Source: an optimization exercise on an open RTL-to-GDS flow (aim: small area and a short achievable clock period). Production flows keep margins and buffers that such runs may drop.
At most, simulation tests tie the RTL to the original design; equivalence was not proved.

==> run R <==
==> flow/design.v <==
module trace_capture_buf #(
  parameter  int DATA_W = 32,
  parameter  int DEPTH  = 64,
  localparam int ADDR_W = $clog2(DEPTH)
) (
  input  logic              clk,
  input  logic              rst,
  input  logic              arm,
  input  logic [ADDR_W:0]   post_cnt,
  input  logic              sample_en,
  input  logic [DATA_W-1:0] sample_data,
  input  logic              trig,
  output logic [1:0]        state,
  output logic [ADDR_W:0]   count,
  output logic              wrapped,
  output logic              rd_valid,
  output logic [DATA_W-1:0] rd_data,
  output logic              rd_last,
  input  logic              rd_ready
);
  localparam logic [1:0] S_IDLE = 2'd0;
  localparam logic [1:0] S_PRE  = 2'd1;
  localparam logic [1:0] S_POST = 2'd2;
  localparam logic [1:0] S_DUMP = 2'd3;
  localparam logic [ADDR_W:0] DEPTH_C = (ADDR_W+1)'(DEPTH);
  localparam logic [ADDR_W:0] ONE_C   = (ADDR_W+1)'(1);
  localparam int LO_B = 3;
  localparam int LO_W = 1 << LO_B;       
  localparam int HI_W = DEPTH / LO_W;    
  logic [1:0]          state_q;
  logic [ADDR_W:0]     count_q;
  logic                wrapped_q;
  logic [ADDR_W:0]     win_q;       
  localparam int NL   = 4;              
  localparam int LW   = DATA_W / NL;
  logic                rd_valid_q;
  logic [DATA_W-1:0]   rd_data_q;
  logic                rd_last_q;
  logic [DATA_W-1:0]   mem_q [DEPTH];
  wire capt  = (state_q == S_PRE) || (state_q == S_POST);
  wire smp   = capt && sample_en;
  wire full  = (count_q == DEPTH_C);
  wire win1  = (win_q == ONE_C);
  wire trg   = (state_q == S_PRE) ? trig : 1'b1;    
  wire dump  = (state_q == S_DUMP);
  wire more  = !(rd_valid_q && rd_last_q);
  wire adv   = dump && (!rd_valid_q || rd_ready);
  wire ld    = adv && more;
  wire enter = smp && trg && win1;
  wire [ADDR_W:0] post_clamp = (post_cnt == '0)     ? ONE_C :
                               (post_cnt > DEPTH_C) ? DEPTH_C : post_cnt;
  wire [ADDR_W-1:0] first = full ? ADDR_W'(DEPTH - 1) : count_q[ADDR_W-1:0];
  logic [DATA_W-1:0] rd_mux;
  logic              at_row0, at_rowN;
  for (genvar l = 0; l < NL; l++) begin : g_lane
    logic [LO_W-1:0] rlo_q, rlo_d;
    logic [HI_W-1:0] rhi_q, rhi_d;
    logic [LW-1:0]   mux;
    wire             hi_step = ld && rlo_q[0];
    always_comb begin : g_mux
      logic [LW-1:0] grp, acc;
      acc = rd_data_q[l*LW +: LW] & {LW{!ld}};
      for (int g = 0; g < HI_W; g++) begin
        grp = '0;
        for (int j = 0; j < LO_W; j++)
          grp = grp | (mem_q[g*LO_W+j][l*LW +: LW] & {LW{rlo_q[j]}});
        acc = acc | (grp & {LW{rhi_q[g] && ld}});
      end
      mux = acc;
    end
    assign rd_mux[l*LW +: LW] = mux;
    always_comb begin
      for (int j = 0; j < LO_W; j++)
        rlo_d[j] = (enter && first[LO_B-1:0] == LO_B'(j)) ||
                   (ld && rlo_q[(j+1)%LO_W]) || (!ld && !enter && rlo_q[j]);
      for (int g = 0; g < HI_W; g++)
        rhi_d[g] = (enter && first[ADDR_W-1:LO_B] == (ADDR_W-LO_B)'(g)) ||
                   (hi_step && rhi_q[(g+1)%HI_W]) || (!hi_step && !enter && rhi_q[g]);
    end
    always_ff @(posedge clk) begin
      rlo_q <= rlo_d;
      rhi_q <= rhi_d;
    end
  end
  assign at_row0 = g_lane[0].rlo_q[0] && g_lane[0].rhi_q[0];
  assign at_rowN = g_lane[0].rlo_q[LO_W-1] && g_lane[0].rhi_q[HI_W-1];
  wire idle   = (state_q == S_IDLE);
  wire pre    = (state_q == S_PRE);
  wire post   = (state_q == S_POST);
  wire start  = idle && arm;
  wire fin    = adv && !more;
  wire go_dmp = smp && trg && win1;
  wire [1:0] state_d;
  assign state_d[0] = start || (pre && !(sample_en && trig && !win1)) ||
                      (post && sample_en && win1) || (dump && !fin);
  assign state_d[1] = (pre && sample_en && trig) || post || (dump && !fin);
  always_ff @(posedge clk) begin
    state_q    <= rst ? S_IDLE : state_d;
    count_q    <= (rst || start) ? '0 : count_q + (ADDR_W+1)'(smp && !full);
    wrapped_q  <= !rst && !start && (wrapped_q || (smp && full));
    rd_valid_q <= !rst && dump && (!rd_valid_q || !rd_ready || !rd_last_q);
    rd_last_q  <= ld ? at_row0 : at_rowN;
    rd_data_q  <= rd_mux;
  end
  always_ff @(posedge clk) begin
    if (start)
      win_q <= post_clamp;
    if (smp && trg)
      win_q <= win_q - ONE_C;
  end
  always_ff @(posedge clk) begin
    if (smp) begin
      mem_q[0] <= sample_data;
      for (int i = 1; i < DEPTH; i++)
        mem_q[i] <= mem_q[i-1];
    end
  end
  assign state    = state_q;
  assign count    = count_q;
  assign wrapped  = wrapped_q;
  assign rd_valid = rd_valid_q;
  assign rd_data  = rd_data_q;
  assign rd_last  = rd_last_q;
endmodule
==> flow/flow/run.sh <==
#!/bin/bash
# The standard layout, except that the ports are buffered with a plain
# buffer (buf_4) instead of the delay cell buffer_ports picks by default.
# Each step's full output goes to its own log in the work folder.
set -euo pipefail
bash standard.sh synth > synth.log 2>&1
bash standard.sh 'BUFFER_PORTS_ARGS=-buffer_cell sky130_fd_sc_hd__buf_4' finish > layout.log 2>&1
==> flow/standard.sh <==
#!/bin/bash
# synth_recipe.tcl (not shown) runs the flow's synth.tcl, then flattens the netlist and writes it again
# the make line also repeats each setting of config.mk as NAME=value (left out here)
make -C /OpenROAD-flow-scripts/flow DESIGN_CONFIG=/design/flow/config.mk WORK_HOME=/design/flow/orfs CLKGATE_MAP_FILE= SYNTH_SCRIPT=/design/flow/synth_recipe.tcl "${@:-finish}"
==> flow/config.mk <==
export PLATFORM = sky130hd
export DESIGN_NAME = trace_capture_buf
export DESIGN_NICKNAME = trace_capture_buf
export VERILOG_FILES = /design/flow/design.v
export SDC_FILE = /design/flow/constraint.sdc
export NUM_CORES = 4
export LEC_CHECK = 0
export CAP_MARGIN = 20
export CORE_MARGIN = 2
export CORE_UTILIZATION = 40
export CTS_CLUSTER_DIAMETER = 70
export CTS_CLUSTER_SIZE = 27
export PLACE_DENSITY = 0.7
export SETUP_SLACK_MARGIN = 2.3
export SLEW_MARGIN = 20
==> flow/constraint.sdc <==
create_clock -name core_clock -period 4.5 [get_ports {clk}]
set_input_delay 0.9000 -clock core_clock [delete_from_list [all_inputs] [get_ports {clk}]]
set_output_delay 0.9000 -clock core_clock [all_outputs]
set_load 0.01 [all_outputs]
==> run E: changes against run R <==
==> flow/design.v, changed modules only <==
module trace_capture_buf #(
  parameter  int DATA_W = 32,
  parameter  int DEPTH  = 64,
  localparam int ADDR_W = $clog2(DEPTH)
) (
  input  logic              clk,
  input  logic              rst,
  input  logic              arm,
  input  logic [ADDR_W:0]   post_cnt,
  input  logic              sample_en,
  input  logic [DATA_W-1:0] sample_data,
  input  logic              trig,
  output logic [1:0]        state,
  output logic [ADDR_W:0]   count,
  output logic              wrapped,
  output logic              rd_valid,
  output logic [DATA_W-1:0] rd_data,
  output logic              rd_last,
  input  logic              rd_ready
);
  localparam logic [1:0] S_IDLE = 2'd0;
  localparam logic [1:0] S_PRE  = 2'd1;
  localparam logic [1:0] S_POST = 2'd2;
  localparam logic [1:0] S_DUMP = 2'd3;
  localparam logic [ADDR_W:0] DEPTH_C = (ADDR_W+1)'(DEPTH);
  localparam logic [ADDR_W:0] ONE_C   = (ADDR_W+1)'(1);
  logic [1:0]          state_q;
  logic [ADDR_W-1:0]   wr_ptr_q;    
  logic [ADDR_W:0]     count_q;
  logic                wrapped_q;
  logic [ADDR_W:0]     win_q;       
  logic [ADDR_W-1:0]   rd_ptr_q;    
  logic                rd_valid_q;
  logic [DATA_W-1:0]   rd_data_q;
  logic                rd_last_q;
  logic [DATA_W-1:0]   mem_q [DEPTH];
  wire capt  = (state_q == S_PRE) || (state_q == S_POST);
  wire smp   = capt && sample_en;
  wire full  = (count_q == DEPTH_C);
  wire win1  = (win_q == ONE_C);
  wire trg   = (state_q == S_PRE) ? trig : 1'b1;    
  wire dump  = (state_q == S_DUMP);
  wire more  = !(rd_valid_q && rd_last_q);
  wire adv   = dump && (!rd_valid_q || rd_ready);
  wire ld    = adv && more;
  wire enter = smp && trg && win1;
  wire [ADDR_W:0] post_clamp = (post_cnt == '0)     ? ONE_C :
                               (post_cnt > DEPTH_C) ? DEPTH_C : post_cnt;
  logic [DATA_W-1:0] rd_mux;
  always_comb begin
    rd_mux = '0;
    for (int i = 0; i < DEPTH; i++)
      rd_mux = rd_mux | (mem_q[i] & {DATA_W{rd_ptr_q == ADDR_W'(i)}});
  end
  always_ff @(posedge clk) begin
    if (rst) begin
      state_q    <= S_IDLE;
      count_q    <= '0;
      wrapped_q  <= 1'b0;
      rd_valid_q <= 1'b0;
    end else begin
      case (state_q)
        S_IDLE: if (arm) begin
          state_q   <= S_PRE;
          count_q   <= '0;
          wrapped_q <= 1'b0;
        end
        S_PRE, S_POST: if (sample_en) begin
          if (full) wrapped_q <= 1'b1;
          else      count_q   <= count_q + ONE_C;
          if (trg) state_q <= win1 ? S_DUMP : S_POST;
        end
        default: if (adv) begin
          rd_valid_q <= more;
          if (!more) state_q <= S_IDLE;
        end
      endcase
    end
  end
  always_ff @(posedge clk) begin
    if (state_q == S_IDLE && arm) begin
      wr_ptr_q <= '0;
      win_q    <= post_clamp;
    end
    if (smp) begin
      wr_ptr_q <= wr_ptr_q + 1'b1;
      if (trg) win_q <= win_q - ONE_C;
    end
    if (enter)
      rd_ptr_q <= (count_q >= DEPTH_C - ONE_C) ? wr_ptr_q + 1'b1 : '0;
    if (ld) begin
      rd_data_q <= rd_mux;
      rd_last_q <= (rd_ptr_q + 1'b1 == wr_ptr_q);
      rd_ptr_q  <= rd_ptr_q + 1'b1;
    end
  end
  always_ff @(posedge clk) begin
    for (int i = 0; i < DEPTH; i++)
      if (smp && wr_ptr_q == ADDR_W'(i))
        mem_q[i] <= sample_data;
  end
  assign state    = state_q;
  assign count    = count_q;
  assign wrapped  = wrapped_q;
  assign rd_valid = rd_valid_q;
  assign rd_data  = rd_data_q;
  assign rd_last  = rd_last_q;
endmodule
==> flow/run.sh (new file) <==
#!/bin/bash
# synth_recipe.tcl (not shown) runs the flow's synth.tcl, then flattens the netlist and writes it again
# the make line also repeats each setting of config.mk as NAME=value (left out here)
make -C /OpenROAD-flow-scripts/flow DESIGN_CONFIG=/design/flow/config.mk WORK_HOME=/design/flow/orfs CLKGATE_MAP_FILE= SYNTH_SCRIPT=/design/flow/synth_recipe.tcl finish
- CTS_CLUSTER_DIAMETER: 70 -> default
- CTS_CLUSTER_SIZE: 27 -> default
- PLACE_DENSITY: 0.7 -> default
removed: flow/flow/run.sh
removed: flow/standard.sh
==> comparison table <==
| metric | run E | run R |
|---|---|---|
| Reg2Reg Depth | 9 | 6 |
| Number of signal-net inverters in the final layout | 16 | 6 |
| Drt first pass iters | 8 | 7 |
| Status | no timing/DRC/antenna violations | no timing/DRC/antenna violations |
| Slowest cell delay on critical path | 0.74 ns | 0.43 ns |
| Routing usage on met2 | 38.41% | 26.89% |
| Adder-cell area share of the yosys netlist | 0.2441% | 0.1294% |
| First-pass GRT wire length | 340.5 mm | 260.0 mm |
| Met2 routed WL | 122.8 mm | 83.15 mm |
| Final Skew | 0.03564 ns | 0.03639 ns |
| Chip Width | 442.4 um | 443.8 um |
| Signed area change from the synthesized netlist to the final layout | 26.72% | 10.80% |
| Start point of the critical path | rd_ptr_q[0]$_DFFE_PP_ | rd_data_q[2]$_DFF_P_ |
Function not checked in run E: the RTL went through the layout flow alone.

==> re-timing with driven ports <==
The flow's constraints put no driver on any port. The routed layouts listed below were extracted and timed again, unchanged, in two steps. Step 1: set_driving_cell puts a clkbuf_16 on clk and a buf_2 on each other input, an assumption about the parent block. Step 2 adds t to the input delays and takes it off the output delays; t is the mean of the earliest and latest rising clock arrival at the registers after step 1. Input paths then give back, and output paths get back, about the clock's delay inside the block. a / b / c = no drivers / after step 1 / after step 2; a / b = the first two.
run | t, ns | setup WS [ns] | worst register clock-pin slew, ns | cell pins on the clock port's net
run R | 0.824 | 2.281 / 2.206 / 1.616 | 0.11 / 0.11 | 1
run E | 0.913 | 1.337 / 1.337 / 1.327 | 0.07 / 0.07 | 1
After both steps setup and hold are still met in every run listed. The setup slack of run R, which loses most, moves by -0.075 ns with the drivers and by -0.665 ns with both steps.
